From an optimization exercise on the open Yosys and OpenROAD flow, aimed at small area and a short achievable clock period; shortcuts taken in it are not production practice.

Setup of birch:
==> flow/design.v <==
module rc4_cipher_buffer #(
   parameter  int DATA_W = 8,
   parameter  int DEPTH  = 256,
   localparam int ADDR_W = $clog2(DEPTH)
) (
   input  logic              clk,
   input  logic              rst,
   input  logic              flush,
   input  logic              wr_valid,
   input  logic [DATA_W-1:0] wr_data,
   input  logic              rd_start,
   input  logic              rd_ready,
   output logic              rd_valid,
   output logic [DATA_W-1:0] rd_data,
   output logic              rd_last,
   output logic [ADDR_W:0]   frame_len,
   output logic              busy,
   output logic              overflow,
   output logic              wr_drop,
   output logic [1:0]        o_dbg_state
);
   localparam int OFF_W = 2;
   localparam int COL_W = (ADDR_W - OFF_W) / 2;
   localparam int ROW_W = ADDR_W - OFF_W - COL_W;
   localparam int NOFF  = 1 << OFF_W;
   localparam int NCOL  = 1 << COL_W;
   localparam int NROW  = 1 << ROW_W;
   localparam logic [1:0] S_IDLE    = 2'd0;
   localparam logic [1:0] S_CAPTURE = 2'd1;
   localparam logic [1:0] S_HOLD    = 2'd2;
   localparam logic [1:0] S_REPLAY  = 2'd3;
   localparam logic [ADDR_W:0] DEPTH_L = (ADDR_W+1)'(DEPTH);
   logic [DEPTH*DATA_W-1:0] r_ring;
   logic [1:0]        r_state;
   logic [ADDR_W:0]   r_count;
   logic [ADDR_W:0]   r_frame_len;
   logic              r_overflow;
   logic              r_wr_drop;
   logic [ADDR_W-1:0] r_phase;
   logic [NOFF-1:0]   r_q_off;
   logic [NCOL-1:0]   r_q_col;
   logic [NROW-1:0]   r_q_row;
   logic [DATA_W-1:0] r_tap_dly [NOFF];   
   logic              r_prime;      
   logic [ADDR_W-1:0] r_rem;        
   logic              r_rem_zero;   
   logic              r_rd_valid;
   logic              r_rd_last;
   logic [DATA_W-1:0] r_rd_data;
   logic              w_cap_start;
   logic              w_wr_en;
   logic              w_rep_start;
   logic              w_fetch;
   logic              w_fetch_last;
   logic              w_xfer_last;
   logic [ADDR_W-1:0] w_phase_nxt;
   logic [DATA_W-1:0] w_tap_word;
   logic [DATA_W-1:0] w_rd_word;
   assign w_cap_start  = ((r_state == S_IDLE) || (r_state == S_HOLD)) & wr_valid;
   assign w_wr_en      = w_cap_start | ((r_state == S_CAPTURE) & wr_valid & (r_count < DEPTH_L));
   assign w_rep_start  = (r_state == S_HOLD) & ~wr_valid & rd_start;
   assign w_xfer_last  = r_rd_valid & rd_ready & r_rd_last;
   assign w_fetch      = (r_state == S_REPLAY) & ~r_prime &
                         (~r_rd_valid | (rd_ready & ~r_rd_last));
   assign w_fetch_last = w_fetch & r_rem_zero;
   always_ff @(posedge clk) begin
      r_ring <= {r_ring[(DEPTH-1)*DATA_W-1:0],
                 w_wr_en ? wr_data : r_ring[DEPTH*DATA_W-1 -: DATA_W]};
   end
   assign w_phase_nxt = w_cap_start ? '0 : r_phase + 1'b1;
   always_ff @(posedge clk) begin
      r_phase <= w_phase_nxt;
   end
   logic              w_q_load;
   logic              w_q_hold;
   logic              w_q_adv;
   logic              w_col_adv;
   logic              w_row_adv;
   assign w_q_load  = w_cap_start | w_fetch_last;
   assign w_q_hold  = ~w_q_load & w_fetch;
   assign w_q_adv   = ~w_q_load & ~w_fetch;
   assign w_col_adv = w_q_adv & r_q_off[NOFF-1];
   assign w_row_adv = w_col_adv & r_q_col[NCOL-1];
   always_ff @(posedge clk) begin
      for (int i = 0; i < NOFF; i++)
         r_q_off[i] <= (w_q_load & (w_phase_nxt[OFF_W-1:0] == i)) |
                       (~w_q_adv & ~w_q_load & r_q_off[i]) |
                       (w_q_adv & r_q_off[(i+NOFF-1)%NOFF]);
      for (int i = 0; i < NCOL; i++)
         r_q_col[i] <= (w_q_load & (w_phase_nxt[OFF_W+COL_W-1:OFF_W] == i)) |
                       (~w_col_adv & ~w_q_load & r_q_col[i]) |
                       (w_col_adv & r_q_col[(i+NCOL-1)%NCOL]);
      for (int i = 0; i < NROW; i++)
         r_q_row[i] <= (w_q_load & (w_phase_nxt[ADDR_W-1:OFF_W+COL_W] == i)) |
                       (~w_row_adv & ~w_q_load & r_q_row[i]) |
                       (w_row_adv & r_q_row[(i+NROW-1)%NROW]);
   end
   always_comb begin
      w_tap_word = '0;
      for (int r = 0; r < NROW; r++) begin
         logic [DATA_W-1:0] row_word;
         row_word = '0;
         for (int c = 0; c < NCOL; c++)
            row_word = row_word |
                       (r_ring[((r*NCOL+c)*NOFF)*DATA_W +: DATA_W] & {DATA_W{r_q_col[c]}});
         w_tap_word = w_tap_word | (row_word & {DATA_W{r_q_row[r]}});
      end
   end
   always_ff @(posedge clk) begin
      r_tap_dly[1] <= w_tap_word;
      for (int i = 2; i < NOFF; i++) r_tap_dly[i] <= r_tap_dly[i-1];
   end
   always_comb begin
      w_rd_word = w_tap_word & {DATA_W{r_q_off[0]}};
      for (int i = 1; i < NOFF; i++)
         w_rd_word = w_rd_word | (r_tap_dly[i] & {DATA_W{r_q_off[i]}});
   end
   always_ff @(posedge clk) begin
      r_rd_data <= (w_rd_word & {DATA_W{w_fetch}}) | (r_rd_data & {DATA_W{~w_fetch}});
   end
   always_ff @(posedge clk) begin
      if (w_rep_start) begin
         r_rem      <= ADDR_W'(r_frame_len - 1'b1);
         r_rem_zero <= (r_frame_len == (ADDR_W+1)'(1));
      end else if (w_fetch) begin
         r_rem      <= r_rem - 1'b1;
         r_rem_zero <= (r_rem == ADDR_W'(1));
      end
   end
   always_ff @(posedge clk) begin
      if (!rst || flush) begin
         r_state     <= S_IDLE;
         r_count     <= '0;
         r_frame_len <= '0;
         r_overflow  <= 1'b0;
         r_wr_drop   <= 1'b0;
         r_prime     <= 1'b0;
         r_rd_valid  <= 1'b0;
         r_rd_last   <= 1'b0;
      end else begin
         r_prime <= w_rep_start;
         if (w_cap_start) begin
            r_state     <= S_CAPTURE;
            r_count     <= (ADDR_W+1)'(1);
            r_frame_len <= '0;
            r_overflow  <= 1'b0;
            r_wr_drop   <= 1'b0;
         end else if (w_rep_start) begin
            r_state <= S_REPLAY;
         end
         if (r_state == S_CAPTURE) begin
            if (wr_valid) begin
               if (r_count < DEPTH_L) r_count <= r_count + 1'b1;
               else                   r_overflow <= 1'b1;
            end else begin
               r_frame_len <= r_count;
               r_state     <= S_HOLD;
            end
         end
         if (r_state == S_REPLAY) begin
            if (wr_valid) r_wr_drop <= 1'b1;
            if (w_xfer_last) begin
               r_state    <= S_HOLD;
               r_rd_valid <= 1'b0;
               r_rd_last  <= 1'b0;
            end else if (w_fetch) begin
               r_rd_valid <= 1'b1;
               r_rd_last  <= r_rem_zero;
            end
         end
      end
   end
   assign rd_valid    = r_rd_valid;
   assign rd_data     = r_rd_data;
   assign rd_last     = r_rd_last;
   assign frame_len   = r_frame_len;
   assign overflow    = r_overflow;
   assign wr_drop     = r_wr_drop;
   assign busy        = r_state[0];
   assign o_dbg_state = r_state;
endmodule
export LEC_CHECK = 0
export CAP_MARGIN = 20
export CORE_MARGIN = 2
export CORE_UTILIZATION = 60
export SETUP_SLACK_MARGIN = 2.0
export SLEW_MARGIN = 20
create_clock -name core_clock -period 4.2 [get_ports {clk}]
standard.sh (not shown) runs the stock make flow with config.mk's settings and CLKGATE_MAP_FILE= SYNTH_SCRIPT=/design/flow/synth_recipe.tcl, a recipe that flattens the netlist after the stock synthesis.
==> flow/flow/run.sh <==
#!/bin/bash
DU="sky130_fd_sc_hd__probe_p_8 sky130_fd_sc_hd__probec_p_8 sky130_fd_sc_hd__lpflow_bleeder_1"
DU="$DU sky130_fd_sc_hd__lpflow_clkbufkapwr_1 sky130_fd_sc_hd__lpflow_clkbufkapwr_16 sky130_fd_sc_hd__lpflow_clkbufkapwr_2"
DU="$DU sky130_fd_sc_hd__lpflow_clkbufkapwr_4 sky130_fd_sc_hd__lpflow_clkbufkapwr_8"
DU="$DU sky130_fd_sc_hd__lpflow_clkinvkapwr_1 sky130_fd_sc_hd__lpflow_clkinvkapwr_16 sky130_fd_sc_hd__lpflow_clkinvkapwr_2"
DU="$DU sky130_fd_sc_hd__lpflow_clkinvkapwr_4 sky130_fd_sc_hd__lpflow_clkinvkapwr_8"
DU="$DU sky130_fd_sc_hd__lpflow_decapkapwr_12 sky130_fd_sc_hd__lpflow_decapkapwr_3 sky130_fd_sc_hd__lpflow_decapkapwr_4"
DU="$DU sky130_fd_sc_hd__lpflow_decapkapwr_6 sky130_fd_sc_hd__lpflow_decapkapwr_8"
DU="$DU sky130_fd_sc_hd__lpflow_inputiso0n_1 sky130_fd_sc_hd__lpflow_inputiso0p_1 sky130_fd_sc_hd__lpflow_inputiso1n_1"
DU="$DU sky130_fd_sc_hd__lpflow_inputiso1p_1 sky130_fd_sc_hd__lpflow_inputisolatch_1"
DU="$DU sky130_fd_sc_hd__lpflow_isobufsrc_1 sky130_fd_sc_hd__lpflow_isobufsrc_16 sky130_fd_sc_hd__lpflow_isobufsrc_2"
DU="$DU sky130_fd_sc_hd__lpflow_isobufsrc_4 sky130_fd_sc_hd__lpflow_isobufsrc_8 sky130_fd_sc_hd__lpflow_isobufsrckapwr_16"
DU="$DU sky130_fd_sc_hd__lpflow_lsbuf_lh_hl_isowell_tap_1 sky130_fd_sc_hd__lpflow_lsbuf_lh_hl_isowell_tap_2"
DU="$DU sky130_fd_sc_hd__lpflow_lsbuf_lh_hl_isowell_tap_4 sky130_fd_sc_hd__lpflow_lsbuf_lh_isowell_4"
DU="$DU sky130_fd_sc_hd__lpflow_lsbuf_lh_isowell_tap_1 sky130_fd_sc_hd__lpflow_lsbuf_lh_isowell_tap_2"
DU="$DU sky130_fd_sc_hd__lpflow_lsbuf_lh_isowell_tap_4"
DU="$DU sky130_fd_sc_hd__clkdlybuf4s15_1 sky130_fd_sc_hd__clkdlybuf4s15_2 sky130_fd_sc_hd__clkdlybuf4s18_1"
DU="$DU sky130_fd_sc_hd__clkdlybuf4s18_2 sky130_fd_sc_hd__clkdlybuf4s25_1 sky130_fd_sc_hd__clkdlybuf4s25_2"
DU="$DU sky130_fd_sc_hd__clkdlybuf4s50_1 sky130_fd_sc_hd__clkdlybuf4s50_2 sky130_fd_sc_hd__dlygate4sd1_1"
DU="$DU sky130_fd_sc_hd__dlygate4sd2_1 sky130_fd_sc_hd__dlygate4sd3_1 sky130_fd_sc_hd__dlymetal6s2s_1"
DU="$DU sky130_fd_sc_hd__dlymetal6s4s_1 sky130_fd_sc_hd__dlymetal6s6s_1"
CTS="-sink_clustering_enable -repair_clock_nets -dont_use_dummy_load"
CTS="$CTS -sink_clustering_size 24 -sink_clustering_max_diameter 80"
bash standard.sh "DONT_USE_CELLS=$DU" "CTS_ARGS=$CTS" MATCH_CELL_FOOTPRINT=0 finish > standard.log 2>&1
Inputs modified between birch and pine:
--- a/flow/design.v
+++ b/flow/design.v
@@ -41,4 +41,5 @@
    logic [NCOL-1:0]   r_q_col;
    logic [NROW-1:0]   r_q_row;
+   logic [NROW-1:0]   r_q_rowl;     
    logic [DATA_W-1:0] r_tap_dly [NOFF];   
    logic              r_prime;      
@@ -82,20 +83,31 @@
    assign w_col_adv = w_q_adv & r_q_off[NOFF-1];
    assign w_row_adv = w_col_adv & r_q_col[NCOL-1];
+   logic [NOFF-1:0]   w_q_off_nxt;
+   logic [NCOL-1:0]   w_q_col_nxt;
+   logic [NROW-1:0]   w_q_row_nxt;
+   always_comb begin
+      for (int i = 0; i < NOFF; i++)
+         w_q_off_nxt[i] = (w_q_load & (w_phase_nxt[OFF_W-1:0] == i)) |
+                          (~w_q_adv & ~w_q_load & r_q_off[i]) |
+                          (w_q_adv & r_q_off[(i+NOFF-1)%NOFF]);
+      for (int i = 0; i < NCOL; i++)
+         w_q_col_nxt[i] = (w_q_load & (w_phase_nxt[OFF_W+COL_W-1:OFF_W] == i)) |
+                          (~w_col_adv & ~w_q_load & r_q_col[i]) |
+                          (w_col_adv & r_q_col[(i+NCOL-1)%NCOL]);
+      for (int i = 0; i < NROW; i++)
+         w_q_row_nxt[i] = (w_q_load & (w_phase_nxt[ADDR_W-1:OFF_W+COL_W] == i)) |
+                          (~w_row_adv & ~w_q_load & r_q_row[i]) |
+                          (w_row_adv & r_q_row[(i+NROW-1)%NROW]);
+   end
    always_ff @(posedge clk) begin
-      for (int i = 0; i < NOFF; i++)
-         r_q_off[i] <= (w_q_load & (w_phase_nxt[OFF_W-1:0] == i)) |
-                       (~w_q_adv & ~w_q_load & r_q_off[i]) |
-                       (w_q_adv & r_q_off[(i+NOFF-1)%NOFF]);
-      for (int i = 0; i < NCOL; i++)
-         r_q_col[i] <= (w_q_load & (w_phase_nxt[OFF_W+COL_W-1:OFF_W] == i)) |
-                       (~w_col_adv & ~w_q_load & r_q_col[i]) |
-                       (w_col_adv & r_q_col[(i+NCOL-1)%NCOL]);
-      for (int i = 0; i < NROW; i++)
-         r_q_row[i] <= (w_q_load & (w_phase_nxt[ADDR_W-1:OFF_W+COL_W] == i)) |
-                       (~w_row_adv & ~w_q_load & r_q_row[i]) |
-                       (w_row_adv & r_q_row[(i+NROW-1)%NROW]);
+      r_q_off  <= w_q_off_nxt;
+      r_q_col  <= w_q_col_nxt;
+      r_q_row  <= w_q_row_nxt;
+      r_q_rowl <= w_q_row_nxt & {NROW{w_q_off_nxt[0]}};
    end
+   logic [DATA_W-1:0] w_live_word;
    always_comb begin
-      w_tap_word = '0;
+      w_tap_word  = '0;
+      w_live_word = '0;
       for (int r = 0; r < NROW; r++) begin
          logic [DATA_W-1:0] row_word;
@@ -104,5 +116,6 @@
             row_word = row_word |
                        (r_ring[((r*NCOL+c)*NOFF)*DATA_W +: DATA_W] & {DATA_W{r_q_col[c]}});
-         w_tap_word = w_tap_word | (row_word & {DATA_W{r_q_row[r]}});
+         w_tap_word  = w_tap_word  | (row_word & {DATA_W{r_q_row[r]}});
+         w_live_word = w_live_word | (row_word & {DATA_W{r_q_rowl[r]}});
       end
    end
@@ -112,5 +125,5 @@
    end
    always_comb begin
-      w_rd_word = w_tap_word & {DATA_W{r_q_off[0]}};
+      w_rd_word = w_live_word;
       for (int i = 1; i < NOFF; i++)
          w_rd_word = w_rd_word | (r_tap_dly[i] & {DATA_W{r_q_off[i]}});
## What came out
Sum of met3 wire segment lengths after detailed routing up 45% in pine wrt birch. Looking only at endpoint required time on the critical path, and setting everything else aside, the higher value of pine and birch goes to birch. On global routing usage summed across all routing layers, pine and birch are basically level. Per the comparison of pine with birch, post-CTS setup buffer count down 19; transition time at the pin with the least slew margin went down by 0.012 ns. Of pine and birch, the higher cell count along the critical path belongs to birch. Against birch, worst slew slack as a fraction of its limit in pine came out better.
No run of this note included a check of the RTL's function; only the layout flow was run.

## port drivers added, routing unchanged
No port has a modelled driver above. Below, the same layouts with a new extraction and two added sets of constraints. Step 1, drivers: a clkbuf_16 drives clk and a buf_2 each remaining input, both assumed. Step 2, shift: input delay + t, output delay - t, t = (earliest + latest rising clock arrival at the registers) / 2. This alone moves slack from input paths to output paths. Three values: ideal, step 1, step 2; two values: the first two.
run | t, ns | slack for setup (ns) | worst hold slack (ns)
birch | 0.720 | 1.995 / 1.943 / 1.450 | 0.282 / 0.282 / 0.282
pine | 0.715 | 1.980 / 1.913 / 1.483 | 0.291 / 0.291 / 0.291
After both steps every run listed still meets setup and hold. For birch, which loses most, drivers alone change the setup slack by -0.052 ns; drivers and shift together by -0.545 ns.
